This design comes from an exercise in tuning for small area on the open sky130 flow, not from production work. In this exercise RTL edits were held to simulation tests only and were not proved equivalent to the original.

==> flow/design.v, too long to show whole: its modules and the start of the top module <==
// module fa: 10 lines
// module pw_conv: 27 lines
// module ds_block_top: 1194 lines
module ds_block_top #(
    parameter int IMG_W  = 6,
    parameter int IMG_H  = 5,
    parameter int STRIDE = 1
) (
    input  wire                                    clk,
    input  wire                                    rstn,
    input  wire                                    in_valid,
    input  wire  [ds_pkg::NCH*ds_pkg::ACT_W-1:0]   in_pix,
    output logic                                   out_valid,
    output logic [ds_pkg::NOUT*ds_pkg::ACT_W-1:0]  out_pix
);
  // ...
==> flow/flow/run.sh <==
#!/bin/bash
# The standard synthesis; then the logic before the depthwise result register
# (all combinational cells except the full adders and the pointwise stage's
# cone) mapped again for area by flow/remap.tcl, every other cell untouched,
# and flow/equiv.tcl proving the result equivalent to the standard netlist;
# then the standard layout from floorplan on, with three changes: the port
# buffers are the smallest buffer (sky130_fd_sc_hd__buf_1); clock tree
# synthesis adds no dummy loads (its clustering settings repeat config.mk's);
# and the constant outputs share one tie cell instead of one each.
set -euo pipefail
export BUFFER_PORTS_ARGS="-buffer_cell sky130_fd_sc_hd__buf_1"
export SKIP_REPAIR_TIE_FANOUT=1
export CTS_ARGS="-sink_clustering_enable -repair_clock_nets -sink_clustering_size 14 -sink_clustering_max_diameter 90 -buf_list sky130_fd_sc_hd__clkbuf_8 -dont_use_dummy_load"
bash standard.sh synth > standard_synth.log 2>&1
R=orfs/results/sky130hd/ds_block_top/base
cp $R/1_2_yosys.v $R/1_2_yosys_standard.v
YOSYS="$FLOW_HOME/../tools/install/yosys/bin/yosys"
REMAP_RESULTS=$R REMAP_ABC=flow/remap.abc "$YOSYS" -c flow/remap.tcl > remap.log 2>&1
REMAP_RESULTS=$R "$YOSYS" -c flow/equiv.tcl > equiv.log 2>&1
rm -f $R/1_synth.odb $R/1_synth.sdc
bash standard.sh > standard.log 2>&1
==> flow/flow/equiv.tcl <==
# Proves that the remapped netlist does what the standard synthesis's does:
# flip-flops are cut points (same instances in both), every other cell is
# read as its function.
yosys -import
set lib $::env(FLOW_HOME)/platforms/sky130hd/lib/sky130_fd_sc_hd__tt_025C_1v80.lib
set res $::env(REMAP_RESULTS)
read_liberty -ignore_miss_func $lib
blackbox sky130_fd_sc_hd__df* sky130_fd_sc_hd__edf* sky130_fd_sc_hd__sdf* sky130_fd_sc_hd__dl* sky130_fd_sc_hd__conb_*
read_verilog $res/1_2_yosys_standard.v
yosys rename ds_block_top gold
read_verilog $res/1_2_yosys.v
yosys rename ds_block_top gate
flatten gold gate
opt_clean -purge gold gate
equiv_make gold gate equiv
equiv_simple -seq 0 equiv
equiv_status -assert equiv
==> flow/flow/remap.abc <==
strash
dc2
&get -n
&dch -f
&nf -a -R 1000
&put
topo
==> flow/flow/remap.tcl <==
# Maps the logic before the depthwise result register again for area: every
# combinational cell except the full adders and the fan-in cone of out_pix.
# Every other cell (all flip-flops, the full adders, the tie cell and the
# pointwise stage) stays exactly as the standard synthesis made it.
yosys -import
set lib $::env(FLOW_HOME)/platforms/sky130hd/lib/sky130_fd_sc_hd__tt_025C_1v80.lib
set res $::env(REMAP_RESULTS)
# Each library cell as its function, for techmap
read_liberty -ignore_miss_func $lib
blackbox sky130_fd_sc_hd__df* sky130_fd_sc_hd__edf* sky130_fd_sc_hd__sdf* sky130_fd_sc_hd__dl* sky130_fd_sc_hd__fa_* sky130_fd_sc_hd__conb_*
write_verilog -noattr $res/remap_cells.v
design -reset
read_liberty -lib $lib
read_verilog $res/1_2_yosys_standard.v
hierarchy -top ds_block_top
select -set pw o:out_pix %ci*:-sky130_fd_sc_hd__dfxtp_1,sky130_fd_sc_hd__conb_1,sky130_fd_sc_hd__fa_1 t:* %i
select -set s1 t:* t:sky130_fd_sc_hd__df* t:sky130_fd_sc_hd__edf* t:sky130_fd_sc_hd__fa_* t:sky130_fd_sc_hd__conb_* %u %u %u %d @pw %d
tee -o $res/remap_cone.txt select -list @s1
techmap -map $res/remap_cells.v @s1
techmap
opt -fast
abc -liberty $lib -dont_use sky130_fd_sc_hd__lpflow_bleeder_1 -dont_use sky130_fd_sc_hd__lpflow_clkbufkapwr_1 -dont_use sky130_fd_sc_hd__lpflow_clkbufkapwr_16 -dont_use sky130_fd_sc_hd__lpflow_clkbufkapwr_2 -dont_use sky130_fd_sc_hd__lpflow_clkbufkapwr_4 -dont_use sky130_fd_sc_hd__lpflow_clkbufkapwr_8 -dont_use sky130_fd_sc_hd__lpflow_clkinvkapwr_1 -dont_use sky130_fd_sc_hd__lpflow_clkinvkapwr_16 -dont_use sky130_fd_sc_hd__lpflow_clkinvkapwr_2 -dont_use sky130_fd_sc_hd__lpflow_clkinvkapwr_4 -dont_use sky130_fd_sc_hd__lpflow_clkinvkapwr_8 -dont_use sky130_fd_sc_hd__lpflow_decapkapwr_12 -dont_use sky130_fd_sc_hd__lpflow_decapkapwr_3 -dont_use sky130_fd_sc_hd__lpflow_decapkapwr_4 -dont_use sky130_fd_sc_hd__lpflow_decapkapwr_6 -dont_use sky130_fd_sc_hd__lpflow_decapkapwr_8 -dont_use sky130_fd_sc_hd__lpflow_inputiso0n_1 -dont_use sky130_fd_sc_hd__lpflow_inputiso0p_1 -dont_use sky130_fd_sc_hd__lpflow_inputiso1n_1 -dont_use sky130_fd_sc_hd__lpflow_inputiso1p_1 -dont_use sky130_fd_sc_hd__lpflow_inputisolatch_1 -dont_use sky130_fd_sc_hd__lpflow_isobufsrc_1 -dont_use sky130_fd_sc_hd__lpflow_isobufsrc_16 -dont_use sky130_fd_sc_hd__lpflow_isobufsrc_2 -dont_use sky130_fd_sc_hd__lpflow_isobufsrc_4 -dont_use sky130_fd_sc_hd__lpflow_isobufsrc_8 -dont_use sky130_fd_sc_hd__lpflow_isobufsrckapwr_16 -dont_use sky130_fd_sc_hd__lpflow_lsbuf_lh_hl_isowell_tap_1 -dont_use sky130_fd_sc_hd__lpflow_lsbuf_lh_hl_isowell_tap_2 -dont_use sky130_fd_sc_hd__lpflow_lsbuf_lh_hl_isowell_tap_4 -dont_use sky130_fd_sc_hd__lpflow_lsbuf_lh_isowell_4 -dont_use sky130_fd_sc_hd__lpflow_lsbuf_lh_isowell_tap_1 -dont_use sky130_fd_sc_hd__lpflow_lsbuf_lh_isowell_tap_2 -dont_use sky130_fd_sc_hd__lpflow_lsbuf_lh_isowell_tap_4 -dont_use sky130_fd_sc_hd__probe_p_8 -dont_use sky130_fd_sc_hd__probec_p_8  -script $::env(REMAP_ABC) t:\$_*
opt_clean -purge
splitnets
opt_clean -purge
insbuf -buf sky130_fd_sc_hd__buf_4 A X
tee -o $res/remap_stat.txt stat -liberty $lib
write_verilog -noattr -nohex -nodec $res/1_2_yosys.v
==> flow/standard.sh <==
#!/bin/bash
# synth_recipe.tcl (not shown) runs the flow's synth.tcl, then flattens the netlist and writes it again
# the make line also repeats each setting of config.mk as NAME=value (left out here)
make -C /OpenROAD-flow-scripts/flow DESIGN_CONFIG=/design/flow/config.mk WORK_HOME=/design/flow/orfs CLKGATE_MAP_FILE= SYNTH_SCRIPT=/design/flow/synth_recipe.tcl "${@:-finish}"
==> flow/config.mk <==
export PLATFORM = sky130hd
export DESIGN_NAME = ds_block_top
export DESIGN_NICKNAME = ds_block_top
export VERILOG_FILES = /design/flow/design.v
export SDC_FILE = /design/flow/constraint.sdc
export NUM_CORES = 4
export LEC_CHECK = 0
export CAP_MARGIN = 20
export CORE_MARGIN = 2
export CORE_UTILIZATION = 40
export CTS_BUF_LIST = sky130_fd_sc_hd__clkbuf_8
export CTS_CLUSTER_DIAMETER = 90
export CTS_CLUSTER_SIZE = 14
export SLEW_MARGIN = 20
export SYNTH_HIERARCHICAL = 1
export SYNTH_MINIMUM_KEEP_SIZE = 0
==> flow/constraint.sdc <==
create_clock -name core_clock -period 8.0 [get_ports {clk}]
set_input_delay 1.6000 -clock core_clock [delete_from_list [all_inputs] [get_ports {clk}]]
set_output_delay 1.6000 -clock core_clock [all_outputs]
set_load 0.01 [all_outputs]
==> summary.md, run 1 <==
| Metric | Value |
|---|---|
| Status | timing/DRC/antenna clean |
| Top Usage Layer GRT | met2 |
| Fraction of area in registers | 49.6% |
| Post-cts gate resize count | 0 |
| Post-CTS Setup Inserts | 0 |
| Multi-input gate share of total cell area | 41.8% |
| Inverters, non-clock | 91 |
| Global route total overflow | 0 |
| Crit path buf inv count | 3 |
| Slowest CP cell | o21bai_2 |
| Max reg flops | 448 |
| Total GRT Usage | 16.7% |
| Top sig layer | met4 |
| Clk Latency, worst-skew pair | 0.63 ns |
| Starting density of the core | 40.2% |
| Leading cell type in the layout, fill and taps excluded | edfxtp_1 |
| Nets@finish | 2375 |
| DIE AREA | 69400 um^2 |
| Worst setup SP type | register |
| Met3 Resource Use GR | 2.58% |
| M1 GR Usage | 25.1% |
| Mapped Area | 26900 um^2 |
| Non-clock buffer share | 1.63% |
| Clock Skew | 0.0282 ns |
| Biggest Area Class | registers |
| Syn Area/Cell | 14.8 um^2 |
| Peak fanout along the critical path | 37 |
| Reg2reg end | d1[1]$_SDFF_PP0_ |
| Cells along the critical path | inv_1 > ha_1 > a21o_1 > a21oi_1 > a311o_1 > a2111oi_2 > or2_4 > buf_4 > nor2_1 > a21oi_1 > ha_1 > and4_1 > a21oi_1 > nand2_1 > a21oi_1 > o21a_1 > a311oi_2 > o21bai_2 > nor2_1 > buf_1 |
| Sequential cell count | 489 |
| Met2 wire len | 26000 um |
| # hold bufs at CTS | 0 |
| CP Class | reg2out |
| CP Data Arrival Time | 5.91 ns |
| Final hold vios | 0 |
| CP required | 6.40 ns |
| End of the worst hold path | sr[5][19]$_DFFE_PP_ |
| Die X | 263 um |
==> run 2, diff against run 1 <==
--- a/flow/design.v
+++ b/flow/design.v
@@ -63,16 +63,20 @@
     input  wire  [ds_pkg::NCH*ds_pkg::ACT_W-1:0]   in_pix,
     output logic                                   out_valid,
     output logic [ds_pkg::NOUT*ds_pkg::ACT_W-1:0]  out_pix
 );
     logic [2:0]  col, row;
     logic [2:0]  ncol, nrow;
     logic        drain, adv, emit;
     logic        ok_l, ok_r, ok_t, ok_b;
+    assign ok_l = (col != 3'd1);
+    assign ok_r = (col != 3'd0);
+    assign ok_t = (col == 3'd0) ? (row != 3'd2) : (row != 3'd1);
+    assign ok_b = (col == 3'd0) ? (row != 3'd6) : (row != 3'd5);
     assign drain = (row == 3'd5) || (row == 3'd6);
     assign adv   = in_valid || drain;
     assign emit  = adv && (row != 3'd0) && !(row == 3'd1 && col == 3'd0);
     always_comb begin
         if (row == 3'd6) begin
             ncol = 3'd0;
             nrow = 3'd0;
         end else if (col == 3'd5) begin
@@ -82,27 +86,19 @@
             ncol = col + 3'd1;
             nrow = row;
         end
     end
     always_ff @(posedge clk or negedge rstn) begin
         if (!rstn) begin
             col   <= '0;
             row   <= '0;
-            ok_l  <= 1'b1;
-            ok_r  <= 1'b0;
-            ok_t  <= 1'b1;
-            ok_b  <= 1'b1;
         end else if (adv) begin
             col   <= ncol;
             row   <= nrow;
-            ok_l  <= (ncol != 3'd1);
-            ok_r  <= (ncol != 3'd0);
-            ok_t  <= (ncol == 3'd0) ? (nrow != 3'd2) : (nrow != 3'd1);
-            ok_b  <= (ncol == 3'd0) ? (nrow != 3'd6) : (nrow != 3'd5);
         end
     end
     logic [31:0] sr [1:14];
     always_ff @(posedge clk) begin
         if (adv) begin
             sr[1] <= in_pix;
             for (int i = 2; i <= 14; i++) sr[i] <= sr[i-1];
         end
==> run 2 against run 1 <==
  * Now fails the layout checks on negative setup slack
  * Critical endpoint is now d0[6]$_SDFF_PN0_
  * Cell count rose by 0.50%
  * Clock skew rose by 0.0051 ns
  * Synthesized area fell by 1.3%
  * Setup slack got worse by 0.68 ns
  * Count of clock-buffer cells in the layout fell by 1
  * Synthesized cell count fell by 2.4%
  * Via count fell by 0.14%
  * Utilization rose by 1.3 points
  * Sequential cell count fell by 4
  * Sequential share of layout area fell by 0.94 points
  * Fmax fell by 8.3%
==> summary.md, run 2 <==
| Metric | Value |
|---|---|
| Fmax | 122 MHz |
| Share of cells above drive strength 1 | 9.37% |
| CTS max path bufs | 3 |
| Pin count of the biggest net entering global routing | 180 |
| Most frequent cells in the layout | edfxtp_1, fa_1, nand2_1 |
| Worst path most repeated cell | maj3_2 |
| Worst-Margin Slew | 1.04 ns |
| CP top delay family | adder cells |
| Global-route wire length before repair | 87400 um |
| Final hold vios | 0 (unchanged) |
| Synthesis warning total | 9 |
| Final worst slack | -0.194 ns |
| Leading cell type in the layout, fill and taps excluded | edfxtp_1 |
| IO Count | 100 |
| Drt drc | 0 |
| Clk Latency, worst-skew pair | 0.62 ns (about the same) |
| Area delta synth->final | 10.0% |
| Syn Area/Cell | 14.9 um^2 (+1.1%) |
| Hold Crit Class | reg2reg |
| Global route total overflow | 0 (unchanged) |
| Die height | 262 um |
| Mapped Area | 26600 um^2 (-1.3%) |
| CP required | 8.55 ns (+2.15 ns) |
| Final HPWL DP | 43400 um |
| CP Class | reg2reg |
| Antenna-violating nets left | 0 |
| Top Registers | sr (448), d0 (15), d1 (15) |
| IO Port Bufs | 76 |
| Max H-tree Level | 2 |
| Clock-pin slew on the worst setup and hold paths | 0.10 ns |
| Nets@finish | 2398 (+0.97%) |
| Num Clock Sinks | 485 |
| Minimum clock period | 8.19 ns |
| Syn Nets | 2224 |
| DRT Pass-1 Iters | 5 |
| Status | failed layout checks |
| Initial DRC count | 866 |
| Routed vias | 14200 |
| Slowest CP cell | or4b_4 |
| Die X | 262 um (-0.65%) |
| Final GP Congestion | 0.910 |
| # hold bufs at CTS | 0 (unchanged) |
| Max Slew Vio Count | 0 |
| Initial antenna violation count | 1 |
| Total GRT Usage | 17.0% (+0.21 points) |
| DP Area | 28500 um^2 |
| Worst Setup End Kind | register |
| Crit path buf inv count | 2 (-1) |
| Max reg flops | 448 (unchanged) |
| # Max-Cap Violations | 0 |
| CP Data Arrival Time | 8.75 ns (+2.84 ns) |
| Vias in the first global route | 15100 |
| Clk root buf | clkbuf_8 |
| Cts bufs inserted | 41 |
| Post-route design area | 29200 um^2 |
| Starting density of the core | 40.4% (+0.18 points) |
| Hold WS | 0.393 ns |
| DR WL/cell | 19.8 um |
| Cell Rows | 94 |
| DIE AREA | 68500 um^2 (-1.3%) |
| Crit-path max cell delay | 0.55 ns |
| Final period util | 102% |
| RSZ-0062 raised after global routing | yes |
| Failing Checks | negative setup slack |
| Gate Count Post-Synth | 1781 |
| Post-Route WL | 55900 um |
| Slew headroom | 30.5% |
| TritonCTS clock tree | built |
| Post-layout util | 44.5% |
| Worst setup SP type | register |
| Peak fanout along the critical path | 13 (-65%) |
| Reg with most FFs | sr |
| Drt via density | 5.04 |
| Core ar. | 65700 um^2 |
| Clock Skew | 0.0333 ns (+0.00511 ns) |
| Final setup vio count | 15 |
==> run 2: path summary, 6_finish.rpt <==
kind	from	endpoint	slack, ns	cells past startpoint
max in group asynchronous	rstn	col[0]$_DFFE_PN0P_	6.78	1
worst max-delay path	col[2]$_DFFE_PN0P_	d0[6]$_SDFF_PN0_	-0.19	31
worst max register to register	col[2]$_DFFE_PN0P_	d0[6]$_SDFF_PN0_	-0.19	31
worst min register to register	sr[1][29]$_DFFE_PP_	sr[2][29]$_DFFE_PP_	0.39	0
worst min-delay path	sr[1][29]$_DFFE_PP_	sr[2][29]$_DFFE_PP_	0.39	0
min in group asynchronous	rstn	row[1]$_DFFE_PN0P_	0.89	1
==> run 2: layer usage <==
layer | vias up | track usage [%] | share of wire [%]
met5 | - | 0 | 0
met4 | 0 | 4.89 | 2.4
met3 | 71 | 2.80 | 4.7
met2 | 293 | 25.5 | 45
met1 | 7408 | 25.5 | 48
li1 | 6420 | - | -
==> run 2: through the flow <==
stage | worst slack (ns) | std cells | TNS (ns)
2_1_floorplan | -0.350 | 1781 | -4.03
3_5_place_dp | -0.224 | 2764 | -2.51
3_3_place_gp | -0.139 | 2764 | -1.02
6_report | -0.194 | 2818 | -2.26
4_1_cts | -0.187 | 2811 | -2.06
5_1_grt | -0.468 | 2818 | -6.13
==> run 2: cell type report <==
| class | instances | area (um^2) |
|---|---|---|
| well taps | 864 | 1080 |
| diodes | 1 | 2.50 |
| inverters | 95 | 359 |
| repair buffers | 162 | 1030 |
| clock buffers | 41 | 564 |
| flip-flops and latches | 485 | 14200 |
| fillers | 5851 | 36500 |
| multi-input cells | 1170 | 12000 |
==> run 2: repair_timing <==
item,CTS,global route
pin swaps,7,9
setup buffers,6,7
gates resized for setup,13,10
cloned,0,0
endpoints found under the setup margin,29,31

## what the ideal ports hide
In the flow no input, the clock included, has a driving cell. The finished layouts below were timed again as built, in two steps.
Step 1 sets driving cells, clkbuf_16 on the clock port and buf_2 on the other inputs (assumed; they add their load-dependent delay and slew).
Step 2 also shifts input and output timing later by t, the mid clock arrival at the registers, as if the neighbouring blocks saw the same clock.
a / b / c = ideal / step 1 / step 2; a / b = the first two.
| run | t (ns) | setup slack, ns | clock arrival spread, ns | worst register clock-pin slew, ns |
|---|---|---|---|---|
| run 1 | 0.669 | 0.488 / 0.435 / 0.552 | 0.030 / 0.030 | 0.09 / 0.09 |
| run 2 | 0.661 | -0.194 / -0.194 / -0.194 | 0.044 / 0.043 | 0.10 / 0.10 |
